Context: an optimization exercise on an open-source flow, tuned for small area, a short achievable clock period and few clock cycles per item. The choices shown serve that exercise and are no tape-out recipe. At most, simulation tests tie the RTL to the original design; equivalence was not proved. Power figures rest on the tool's default switching activity, not on a simulated workload.

// address_region_dispatch_table
module address_region_dispatch_table (
	input  logic        clk,
	input  logic        arst_n,
	input  logic        req_valid,
	output logic        req_ready,
	input  logic [1:0]  req_opcode,
	input  logic [31:0] req_address,
	input  logic [31:0] req_length,
	input  logic [15:0] req_handler_tag,
	input  logic [3:0]  req_ticket,
	output logic        rsp_valid,
	input  logic        rsp_ready,
	output logic [1:0]  rsp_status,
	output logic [3:0]  rsp_ticket_out,
	output logic [15:0] rsp_tag_out
);
For scale: ~1400 flip-flops, roughly 110 I/O pins, roughly 0.066 sq mm of cells after synthesis.
export LEC_CHECK = 0
export CAP_MARGIN = 20
export CORE_MARGIN = 2
export CORE_UTILIZATION = 60
export CTS_BUF_LIST = sky130_fd_sc_hd__clkbuf_16
export CTS_CLUSTER_DIAMETER = 60
export CTS_CLUSTER_SIZE = 20
export SETUP_SLACK_MARGIN = 3.3
export SLEW_MARGIN = 20
export SYNTH_HIERARCHICAL = 1
export TNS_END_PERCENT = 10
create_clock -name core_clock -period 6.0 [get_ports {clk}]
run.sh (not shown) runs the stock make flow with config.mk's settings and CLKGATE_MAP_FILE= SYNTH_SCRIPT=/design/flow/synth_recipe.tcl, a recipe that flattens the netlist after the stock synthesis.
Testbench counts at the start, summed over its fixed seeds: cycles 16,016, items 16,000.
Next try:
==> flow/flow/run.sh (new file) <==
#!/bin/bash
# Standard layout, except that after the standard synthesis the delay cells
# (clkdlybuf4s*, dlygate*, dlymetal*) are added to the don't-use list, so the
# resizer does not pick them as port or repair buffers. Synthesis itself is
# the standard one, run unchanged. Each step's full output goes to its own
# log file in this folder.
set -uo pipefail
DU_BASE="sky130_fd_sc_hd__probe_p_8 sky130_fd_sc_hd__probec_p_8 sky130_fd_sc_hd__lpflow_bleeder_1 sky130_fd_sc_hd__lpflow_clkbufkapwr_1 sky130_fd_sc_hd__lpflow_clkbufkapwr_16 sky130_fd_sc_hd__lpflow_clkbufkapwr_2 sky130_fd_sc_hd__lpflow_clkbufkapwr_4 sky130_fd_sc_hd__lpflow_clkbufkapwr_8 sky130_fd_sc_hd__lpflow_clkinvkapwr_1 sky130_fd_sc_hd__lpflow_clkinvkapwr_16 sky130_fd_sc_hd__lpflow_clkinvkapwr_2 sky130_fd_sc_hd__lpflow_clkinvkapwr_4 sky130_fd_sc_hd__lpflow_clkinvkapwr_8 sky130_fd_sc_hd__lpflow_decapkapwr_12 sky130_fd_sc_hd__lpflow_decapkapwr_3 sky130_fd_sc_hd__lpflow_decapkapwr_4 sky130_fd_sc_hd__lpflow_decapkapwr_6 sky130_fd_sc_hd__lpflow_decapkapwr_8 sky130_fd_sc_hd__lpflow_inputiso0n_1 sky130_fd_sc_hd__lpflow_inputiso0p_1 sky130_fd_sc_hd__lpflow_inputiso1n_1 sky130_fd_sc_hd__lpflow_inputiso1p_1 sky130_fd_sc_hd__lpflow_inputisolatch_1 sky130_fd_sc_hd__lpflow_isobufsrc_1 sky130_fd_sc_hd__lpflow_isobufsrc_16 sky130_fd_sc_hd__lpflow_isobufsrc_2 sky130_fd_sc_hd__lpflow_isobufsrc_4 sky130_fd_sc_hd__lpflow_isobufsrc_8 sky130_fd_sc_hd__lpflow_isobufsrckapwr_16 sky130_fd_sc_hd__lpflow_lsbuf_lh_hl_isowell_tap_1 sky130_fd_sc_hd__lpflow_lsbuf_lh_hl_isowell_tap_2 sky130_fd_sc_hd__lpflow_lsbuf_lh_hl_isowell_tap_4 sky130_fd_sc_hd__lpflow_lsbuf_lh_isowell_4 sky130_fd_sc_hd__lpflow_lsbuf_lh_isowell_tap_1 sky130_fd_sc_hd__lpflow_lsbuf_lh_isowell_tap_2 sky130_fd_sc_hd__lpflow_lsbuf_lh_isowell_tap_4 "
DU_DELAY="sky130_fd_sc_hd__clkdlybuf4s15_1 sky130_fd_sc_hd__clkdlybuf4s15_2 sky130_fd_sc_hd__clkdlybuf4s18_1 sky130_fd_sc_hd__clkdlybuf4s18_2 sky130_fd_sc_hd__clkdlybuf4s25_1 sky130_fd_sc_hd__clkdlybuf4s25_2 sky130_fd_sc_hd__clkdlybuf4s50_1 sky130_fd_sc_hd__clkdlybuf4s50_2 sky130_fd_sc_hd__dlygate4sd1_1 sky130_fd_sc_hd__dlygate4sd2_1 sky130_fd_sc_hd__dlygate4sd3_1 sky130_fd_sc_hd__dlymetal6s2s_1 sky130_fd_sc_hd__dlymetal6s4s_1 sky130_fd_sc_hd__dlymetal6s6s_1"
bash standard.sh synth > synth.log 2>&1 || { tail -50 synth.log; exit 1; }
bash standard.sh "DONT_USE_CELLS=$DU_BASE $DU_DELAY" finish > layout.log 2>&1 || { tail -50 layout.log; exit 1; }
test -f out/final.def || { echo "no final.def"; exit 1; }
==> flow/standard.sh (new file) <==
#!/bin/bash
# synth_recipe.tcl (not shown) runs the flow's synth.tcl, then flattens the netlist and writes it again
# the make line also repeats each setting of config.mk as NAME=value (left out here)
make -C /OpenROAD-flow-scripts/flow DESIGN_CONFIG=/design/flow/config.mk WORK_HOME=/design/flow/orfs CLKGATE_MAP_FILE= SYNTH_SCRIPT=/design/flow/synth_recipe.tcl "${@:-finish}"
removed: flow/run.sh
Final cell count decreases by 0.88%.
Clock power climbs by 9.2%.
Critical path depth falls by 1.
Setup slack gains 0.093 ns.
Clock-buffer cell count increases by 8.
Combinational power is lower by 11%.
Power rises by 0.32%.
Routed wire length fell by 3.3%.
Hold slack got worse by 0.011 ns.
First-iteration DRC count goes down by 14%.
Clock skew barely changes.


address_region_dispatch_table, a different RTL version from the one above (not shown whole).
Size: roughly 4600 cells after synthesis, roughly 1400 flip-flops.
// address_region_dispatch_table
module address_region_dispatch_table (
	input  logic        clk,
	input  logic        arst_n,
	input  logic        req_valid,
	output logic        req_ready,
	input  logic [1:0]  req_opcode,
	input  logic [31:0] req_address,
	input  logic [31:0] req_length,
	input  logic [15:0] req_handler_tag,
	input  logic [3:0]  req_ticket,
	output logic        rsp_valid,
	input  logic        rsp_ready,
	output logic [1:0]  rsp_status,
	output logic [3:0]  rsp_ticket_out,
	output logic [15:0] rsp_tag_out
);
	logic accept;
	assign accept = req_valid && req_ready;
	logic [15:0]      valid_q;
	logic [15:0]      wr_sel;
	logic [16*32-1:0] base_a;
	logic [16*32-1:0] lim_a;
	logic [15:0]      wrap_a;
	logic [16*16-1:0] tag_a;
	logic [31:0]      wr_lim;
	logic             wr_wrap;
	assign {wr_wrap, wr_lim} = {1'b0, req_address} + {1'b0, req_length};
	ardt_slot_mem u_slot_mem (
		.clk     (clk),
		.wr_sel  (wr_sel),
		.wr_base (req_address),
		.wr_lim  (wr_lim),
		.wr_wrap (wr_wrap),
		.wr_tag  (req_handler_tag),
		.base_o  (base_a),
		.lim_o   (lim_a),
		.wrap_o  (wrap_a),
		.tag_o   (tag_a)
	);
	logic        is_reg, is_unreg, is_disp, len_zero;
	logic [15:0] hit;
	logic [15:0] free_first;
	logic [15:0] tk_dec;
	logic [15:0] cand;
	logic [1:0]  st_none;
	assign is_reg   = (req_opcode == ardt_pkg::OP_REGISTER);
	assign is_unreg = (req_opcode == ardt_pkg::OP_UNREGISTER);
	assign is_disp  = (req_opcode == ardt_pkg::OP_DISPATCH);
	assign len_zero = (req_length == 32'd0);
  ...
Settings: LEC_CHECK=0, ABC_CLOCK_PERIOD_IN_PS=2500, CAP_MARGIN=20, CORE_MARGIN=2, CORE_UTILIZATION=40, SETUP_SLACK_MARGIN=3.4, SLEW_MARGIN=20; clock period 6.0 ns.
Stock flow here: none of the scripts above is used.
The starting point passed the timing, DRC and antenna checks.
==> next run, changes <==
Settings changed: ABC_CLOCK_PERIOD_IN_PS 2500 to default, SETUP_SLACK_MARGIN 3.4 to 2.8, TNS_END_PERCENT from default to 10.
After rerunning: The changed run went through all stages and came out clean. Global-route usage fell by 3.4 points. Power drops by about 2.3%. Via count came out lower by about 7%. Cell area shrinks by about 8%. Area after synthesis stays the same.
Function was not checked in any run of this note: the RTL went through the layout flow alone.

## static timing again, ports no longer ideal
In the flow no input, the clock included, has a driving cell. The finished layouts below were timed again as built, in two steps. Step 1 (the two cells are an assumption about what drives the block):
set clk [get_ports {clk}]
set_driving_cell -lib_cell sky130_fd_sc_hd__clkbuf_16 $clk
set_driving_cell -lib_cell sky130_fd_sc_hd__buf_2 [delete_from_list [all_inputs] $clk]
Step 2 adds t to the input delays and takes it off the output delays; t is the mean of the earliest and latest rising clock arrival at the registers after step 1. Input paths then give back, and output paths get back, about the clock's delay inside the block. Slacks: ideal ports / drivers / drivers and shift; pairs: ideal ports / drivers.
| run | shift t [ns] | setup slack, ns | hold slack, ns | clock arrival spread, ns | worst register clock-pin slew, ns |
|---|---|---|---|---|---|
| the first run of note 1 | 0.773 | 3.052 / 2.862 / 2.089 | 0.530 / 0.530 / 0.530 | 0.042 / 0.042 | 0.09 / 0.09 |
| the second run of note 1 | 0.809 | 3.145 / 2.897 / 2.088 | 0.520 / 0.465 / 0.520 | 0.033 / 0.034 | 0.08 / 0.08 |
| the first run of note 2 | 0.895 | 2.250 / 2.258 / 1.363 | 0.478 / 0.478 / 0.478 | 0.064 / 0.064 | 0.07 / 0.07 |
| the second run of note 2 | 0.887 | 2.300 / 2.320 / 1.433 | 0.468 / 0.468 / 0.468 | 0.046 / 0.046 | 0.07 / 0.07 |
After both steps every run listed still meets setup and hold. The setup slack of the second run of note 1, which loses most, moves by -0.248 ns with the drivers and by -1.057 ns with both steps.
